From an optimization exercise on the open Yosys and OpenROAD flow, aimed at small area, a short achievable clock period and few clock cycles per item; shortcuts taken in it are not production practice.
In this exercise RTL edits were held to simulation tests only and were not proved equivalent to the original.

==> design.v <==
`default_nettype none
package div_pkg;
  localparam int DATA_W = 32;
  localparam int CNT_W  = 5;    
  localparam logic [DATA_W-1:0] INT_MIN = {1'b1, {(DATA_W-1){1'b0}}};
  localparam logic [1:0] OP_DIV  = 2'd0;
  localparam logic [1:0] OP_DIVU = 2'd1;
  localparam logic [1:0] OP_REM  = 2'd2;
  localparam logic [1:0] OP_REMU = 2'd3;
  localparam int OP_REM_BIT   = 1;
  localparam int OP_UNSGN_BIT = 0;
endpackage
`default_nettype wire
`timescale 1ns/1ps
`default_nettype none
module div_radix4_stage (
  input  wire                           en,
  input  wire  [div_pkg::DATA_W-1:0]    in_rem,
  input  wire  [div_pkg::DATA_W-1:0]    in_quo,
  input  wire  [div_pkg::DATA_W:0]      in_dvs,
  output logic [div_pkg::DATA_W-1:0]    out_rem,
  output logic [div_pkg::DATA_W-1:0]    out_quo,
  output logic [div_pkg::DATA_W:0]      out_dvs
);
  localparam int DW = div_pkg::DATA_W;
  logic [DW+1:0] d1;
  logic [DW:0]   d0;
  logic [DW-1:0] r1;
  logic          q1, q0;
  assign d1 = {2'b00, in_rem} - {1'b0, in_dvs};
  assign q1 = ~d1[DW+1];
  assign r1 = q1 ? d1[DW-1:0] : in_rem;
  assign d0 = {1'b0, r1} - {1'b0, in_dvs[DW:1]};
  assign q0 = ~d0[DW];
  always_comb begin
    if (en) begin
      out_rem = q0 ? d0[DW-1:0] : r1;
      out_quo = {in_quo[DW-3:0], q1, q0};
      out_dvs = {2'b00, in_dvs[DW:2]};
    end else begin
      out_rem = in_rem;
      out_quo = in_quo;
      out_dvs = in_dvs;
    end
  end
endmodule
`default_nettype wire
`timescale 1ns/1ps
`default_nettype none
module div_stage_array (
  input  wire                         CLK,
  input  wire                         RST_N,
  input  wire                         load,
  input  wire                         take,
  input  wire  [div_pkg::DATA_W-1:0]  in_rem,
  input  wire  [div_pkg::DATA_W:0]    in_dvs,
  input  wire  [div_pkg::CNT_W-1:0]   in_cnt,
  input  wire                         in_q_ones,
  input  wire                         in_neg,
  input  wire                         in_op_rem,
  output logic [div_pkg::DATA_W-1:0]  rem,
  output logic [div_pkg::DATA_W-1:0]  quo,
  output logic                        neg,
  output logic                        op_rem,
  output logic                        done,
  output logic                        valid
);
  localparam int DW = div_pkg::DATA_W;
  logic [DW:0]                dvs;
  logic [div_pkg::CNT_W-1:0]  cnt;
  logic [DW-1:0]              s_rem, s_quo;
  logic [DW:0]                s_dvs;
  logic [div_pkg::CNT_W-1:0]  s_cnt;
  logic [DW-1:0]              n_rem, n_quo;
  logic [DW:0]                n_dvs;
  assign s_rem = load ? in_rem : rem;
  assign s_quo = load ? {DW{in_q_ones}} : quo;
  assign s_dvs = load ? in_dvs : dvs;
  assign s_cnt = load ? in_cnt : cnt;
  div_radix4_stage u_step (
    .en      (s_cnt != '0),
    .in_rem  (s_rem),
    .in_quo  (s_quo),
    .in_dvs  (s_dvs),
    .out_rem (n_rem),
    .out_quo (n_quo),
    .out_dvs (n_dvs)
  );
  assign done = valid & (cnt == '0);
  always_ff @(posedge CLK) begin
    if (!RST_N) begin
      valid <= 1'b0;
    end else if (load) begin
      valid <= 1'b1;
    end else if (take) begin
      valid <= 1'b0;
    end
  end
  always_ff @(posedge CLK) begin
    rem <= n_rem;
    quo <= n_quo;
    dvs <= n_dvs;
    cnt <= (s_cnt != '0) ? s_cnt - 1'b1 : s_cnt;
    if (load) begin
      neg    <= in_neg;
      op_rem <= in_op_rem;
    end
  end
endmodule
`default_nettype wire
`timescale 1ns/1ps
`default_nettype none
module div_operand_prep (
  input  wire                         CLK,
  input  wire                         RST_N,
  input  wire  [div_pkg::DATA_W-1:0]  req_a,
  input  wire  [div_pkg::DATA_W-1:0]  req_b,
  input  wire  [1:0]                  req_op,
  input  wire                         accept,
  input  wire                         take,
  output logic [div_pkg::DATA_W-1:0]  rem,      
  output logic [div_pkg::DATA_W:0]    dvs,      
  output logic [div_pkg::CNT_W-1:0]   cnt,      
  output logic                        q_ones,   
  output logic                        neg,      
  output logic                        op_rem,
  output logic                        valid
);
  localparam int DW = div_pkg::DATA_W;
  logic          sgn, a_neg, b_neg, dz;
  logic [DW-1:0] a_mag, b_mag;
  logic [5:0]    la, lb;
  logic [6:0]    k;
  logic [DW:0]   sh;
  assign sgn   = ~req_op[div_pkg::OP_UNSGN_BIT];
  assign a_neg = sgn & req_a[DW-1];
  assign b_neg = sgn & req_b[DW-1];
  assign a_mag = a_neg ? -req_a : req_a;   
  assign b_mag = b_neg ? -req_b : req_b;
  assign dz    = (req_b == '0);
  always_comb begin
    la = 6'd32;
    lb = 6'd32;
    for (int i = 0; i < DW; i++) begin
      if (a_mag[i]) la = DW - 1 - i;
      if (b_mag[i]) lb = DW - 1 - i;
    end
  end
  assign k  = {1'b0, lb} - {1'b0, la};
  assign sh = {1'b0, b_mag} << {k[4:1], 1'b1};
  always_ff @(posedge CLK) begin
    if (!RST_N) begin
      valid <= 1'b0;
    end else if (accept) begin
      valid <= 1'b1;
    end else if (take) begin
      valid <= 1'b0;
    end
  end
  always_ff @(posedge CLK) begin
    if (accept) begin
      rem    <= a_mag;
      dvs    <= sh;
      cnt    <= (dz || k[6]) ? '0 : k[5:1] + 5'd1;
      q_ones <= dz & ~req_op[div_pkg::OP_REM_BIT];
      neg    <= req_op[div_pkg::OP_REM_BIT] ? a_neg : (a_neg ^ b_neg) & ~dz;
      op_rem <= req_op[div_pkg::OP_REM_BIT];
    end
  end
endmodule
`default_nettype wire
`timescale 1ns/1ps
`default_nettype none
module div_result_fix (
  input  wire  [div_pkg::DATA_W-1:0]  rem,
  input  wire  [div_pkg::DATA_W-1:0]  quo,
  input  wire                         neg,
  input  wire                         op_rem,
  output logic [div_pkg::DATA_W-1:0]  res
);
  logic [div_pkg::DATA_W-1:0] mag;
  assign mag = op_rem ? rem : quo;
  assign res = neg ? -mag : mag;
endmodule
`default_nettype wire
`timescale 1ns/1ps
`default_nettype none
module div_top (
  input  wire                         CLK,
  input  wire                         RST_N,
  input  wire  [div_pkg::DATA_W-1:0]  req_a,
  input  wire  [div_pkg::DATA_W-1:0]  req_b,
  input  wire  [1:0]                  req_op,
  input  wire                         req_valid,
  output logic                        req_ready,
  output logic [div_pkg::DATA_W-1:0]  res,
  output logic                        res_valid,
  input  wire                         res_ready
);
  localparam int DW = div_pkg::DATA_W;
  logic [DW-1:0]             p_rem;
  logic [DW:0]               p_dvs;
  logic [div_pkg::CNT_W-1:0] p_cnt;
  logic                      p_q_ones, p_neg, p_op_rem, p_valid;
  logic [DW-1:0]             c_rem, c_quo;
  logic                      c_neg, c_op_rem, c_done, c_valid;
  logic                      take, load, accept;
  assign take      = c_done & res_ready;
  assign load      = p_valid & (take | ~c_valid);
  assign req_ready = RST_N & (~p_valid | load);
  assign accept    = req_valid & req_ready;
  div_operand_prep u_prep (
    .CLK    (CLK),
    .RST_N  (RST_N),
    .req_a  (req_a),
    .req_b  (req_b),
    .req_op (req_op),
    .accept (accept),
    .take   (load),
    .rem    (p_rem),
    .dvs    (p_dvs),
    .cnt    (p_cnt),
    .q_ones (p_q_ones),
    .neg    (p_neg),
    .op_rem (p_op_rem),
    .valid  (p_valid)
  );
  div_stage_array u_core (
    .CLK       (CLK),
    .RST_N     (RST_N),
    .load      (load),
    .take      (take),
    .in_rem    (p_rem),
    .in_dvs    (p_dvs),
    .in_cnt    (p_cnt),
    .in_q_ones (p_q_ones),
    .in_neg    (p_neg),
    .in_op_rem (p_op_rem),
    .rem       (c_rem),
    .quo       (c_quo),
    .neg       (c_neg),
    .op_rem    (c_op_rem),
    .done      (c_done),
    .valid     (c_valid)
  );
  div_result_fix u_fix (
    .rem    (c_rem),
    .quo    (c_quo),
    .neg    (c_neg),
    .op_rem (c_op_rem),
    .res    (res)
  );
  assign res_valid = c_done;
endmodule
`default_nettype wire
==> run.sh <==
#!/bin/bash
# synth_recipe.tcl (not shown) runs the flow's synth.tcl, then flattens the netlist and writes it again
# the make line also repeats each setting of config.mk as NAME=value (left out here)
make -C /OpenROAD-flow-scripts/flow DESIGN_CONFIG=/design/flow/config.mk WORK_HOME=/design/flow/orfs CLKGATE_MAP_FILE= SYNTH_SCRIPT=/design/flow/synth_recipe.tcl finish
==> config.mk <==
export PLATFORM = sky130hd
export DESIGN_NAME = div_top
export DESIGN_NICKNAME = div_top
export VERILOG_FILES = /design/flow/design.v
export SDC_FILE = /design/flow/constraint.sdc
export NUM_CORES = 4
export LEC_CHECK = 0
export CAP_MARGIN = 20
export CORE_MARGIN = 2
export CORE_UTILIZATION = 40
export SLEW_MARGIN = 20
==> constraint.sdc <==
create_clock -name core_clock -period 5.5 [get_ports {CLK}]
set_input_delay 1.1000 -clock core_clock [delete_from_list [all_inputs] [get_ports {CLK}]]
set_output_delay 1.1000 -clock core_clock [all_outputs]
set_load 0.01 [all_outputs]
==> notes.md <==
[stage by stage]
step	hold WS, ns	instances
5_1_grt	0.431	3167
3_3_place_gp	0.415	3014
2_1_floorplan	0.400	1935
6_report	0.426	3167
4_1_cts	0.430	3121
3_5_place_dp	0.415	3014
[synthesized netlist by cell type, drive strengths merged, types with 12 or more instances]
cell / instances / area, um^2
xor2: 63 / 552
nand3: 25 / 125
and3: 14 / 87.6
or3: 16 / 100
xnor2: 87 / 777
buf: 19 / 77.6
a31oi: 54 / 338
nor2b: 19 / 119
a21oi: 167 / 836
nand2: 224 / 841
nor4: 20 / 131
nand2b: 27 / 169
o31ai: 16 / 120
inv: 66 / 248
mux2: 34 / 383
mux2i: 131 / 1310
and2: 12 / 75.1
dfxtp: 102 / 2040
ha: 76 / 951
o21a: 12 / 90.1
nor2: 207 / 777
clkbuf: 78 / 294
edfxtp: 76 / 2280
a211oi: 14 / 105
a21o: 38 / 285
nor3: 60 / 310
o21ai: 112 / 561
o211ai: 12 / 90.1
[per-layer routing]
layer | up-vias | global-route usage (%)
met1 | 8543 | 33.8
met3 | 182 | 3.61
met4 | 0 | 12.3
met5 | - | 0
li1 | 8474 | -
met2 | 641 | 47.4
[kinds of logic after synthesis]
kind of cell	after synthesis	synth area share (%)
xor+xnor	150	8.63
buf+inv	164	4.05
compound gates	527	21.6
flops	178	28.1
mux	165	11.0
simple gates	672	20.1
fa+ha+maj	79	6.56
[final timing paths]
path,to,cells past startpoint,slack (ns),startpoint
worst max register to register,u_core.rem[2]$_DFF_P_,35,-1.07,u_core.cnt[1]$_DFF_P_
worst min register to register,u_core.neg$_DFFE_PP_,0,0.43,u_prep.neg$_DFFE_PP_
worst min-delay path,u_core.neg$_DFFE_PP_,0,0.43,u_prep.neg$_DFFE_PP_
worst max-delay path,u_core.rem[2]$_DFF_P_,35,-1.09,res_ready
[worst max-delay path: cells and delay by family]
| family | cells | cell delay, ns |
|---|---|---|
| AOI/OAI and AO/OA | 20 | 3.55 |
| adders and majority gates | 2 | 0.48 |
| buffers and inverters | 8 | 1.08 |
| muxes | 1 | 0.31 |
| and+or+nand+nor | 4 | 0.46 |
[what timing repair did]
action | CTS | global route
pin swaps | 81 | 131
setup endpoints to repair | 75 | 76
setup buffers | 66 | 41
resized for setup | 163 | 297
cloned | 10 | 14
[area by class of cell]
type                       count  area [um^2]
sequential                   178         4330
multi-input combinational   1593        12400
tap                          511          639
clock buffer                  19          443
inverter                      67          274
clock inverter                13          164
timing repair buffer         785         6940
fill                        3010        12500
timing repair inverter         1         6.26
[state kept, by name, summed over array words and instances (netlist names)]
name and count:
u_core.dvs 33, u_prep.valid 1, u_prep.dvs 32, u_core.rem 32, u_prep.rem 32, u_prep.cnt 5, u_prep.neg 1, u_prep.op_rem 1
u_core.valid 1, u_core.cnt 5, u_prep.q_ones 1, u_core.quo 32, u_core.neg 1, u_core.op_rem 1
==> impl_metrics.csv <==
group,metric,value,unit
outcome,outcome,"finished with violations",
outcome,failed_checks,"setup timing",
timing,fin_crit_sh,120,%
setup_path,path_max_fanout,11,
layout,final_common_cell,"buf_4",
synthesis,yosys_warnings,3,
timing,tightest_slew,0.873,ns
placed_design,gp_congestion,0.947,
timing,max_freq,152,MHz
setup_path,worstPathRequired,5.89,ns
layout,final_nets,2792,
cts,cts_tree,"yes",
die,die_w,200,um
synthesis,async_reset_ff_share,0,%
global_routing,grt_max_degree,73,
global_routing,antenna_found_initial,0,
timing,finalWorstSetupSlack,-1.09,ns
cts,clk_pin_slew,0.08,ns
setup_path,critPathSlowestCell,"a221o_1",
die,die_y,200,um
placed_design,dp_hpwl,43500,um
layout,post-route-util,66.8,%
timing,drv_slew,0,
placed_design,place_area,21500,um^2
synthesis,syn-num-nets,2084,
setup_path,arrival,6.98,ns
layout,antenna_cells,0,
global_routing,grt.overflow.total,0,
timing,hold_violations,0,
die,dieArea,40100,um^2
routing,drt_iter0_drc,1365,
setup_path,slowest_delay,0.38,ns
layout,syn_to_final_growth,63.7,%
worst_hold_path,hold_class,"reg -> reg",
layout,drive_above_1_share,40.0,%
synthesis,syn_area,15400,um^2
timing,post-route-min-period,6.59,ns
layout,stdcell_area,25200,um^2
setup_path,crit_type,"in -> reg",
cts,htreeDepth,4,
synthesis,synthCells,1935,
routing,routed_wl,61100,um
cts,root_buffer,"clkbuf_16",
synthesis,synth.distinct_cells,81,
timing,totalNegativeSetupSlack,-34.56,ns
timing,slew_headroom,41.8,%
routing,wl_per_cell,19.3,um
routing,met1_length,24900,um
routing,dr_wl_met3,3500,um
die,start_util,40.8,%
die,core,37800,um^2
global_routing,grt_pass1_wl,88000,um
placed_design,pre_cts_slack,-1.95,ns
routing,postRouteAntennaNets,0,
placed_design,port_buffers,103,
synthesis,yosysSeqAreaShare,28.1,%
global_routing,grt.total_usage,27.3,%
synthesis,synth_edf_count,76,
die,io_pins,104,
cts,clkLatencyLatePin,0.46,ns
timing,finClkSkew,0.0241,ns
timing,rsz0062_at_grt,"true",
synthesis,ys.flop_type,"dfxtp_1",
cts,hold_buffers,0,
routing,vias,17800,
synthesis,synth-seq-cells,178,
die,num_rows,71,
routing,routed.top_layer,"met4",
timing,setup_viol,56,
routing,route.met2.wl,29800,um
cts,cts_buffers,17,
layout,final_cell_mix,"606 x buf_4, 208 x nand2_1, 177 x nor2_1",
routing,drc,0,
synthesis,avgSynthCellArea,7.96,um^2
setup_path,cp-start-kind,"input pin",
run,cap_violations,0,
cts,clock-sinks,178,
setup_path,end_kind,"flip-flop",
routing,firstDrtPassIters,6,
global_routing,grt_pass1_vias,16800,
cts,cts_buffer_depth,2,
setup_path,cp_common_cell,"a21o_1",
routing,viasPerCell,5.63,
Testbench counts, summed over its fixed seeds: cycles 51,162, items 16,000.

re-timing with driven ports:
In the flow no input, the clock included, has a driving cell. The finished layout below was timed again as built, in two steps.
Step 1: set_driving_cell puts a clkbuf_16 on CLK and a buf_2 on each other input, an assumption about the parent block.
Step 2 also shifts input and output timing later by t, the mid clock arrival at the registers, as if the neighbouring blocks saw the same clock.
Three values: ideal ports, drivers, drivers and shift; two values: the first two.
t (ns): 0.498
slack for setup (ns): -1.085 / -1.066 / -1.564
cell pins on the clock port's net: 1
The setup slack of this run moves by +0.019 ns with the drivers and by -0.479 ns with both steps.
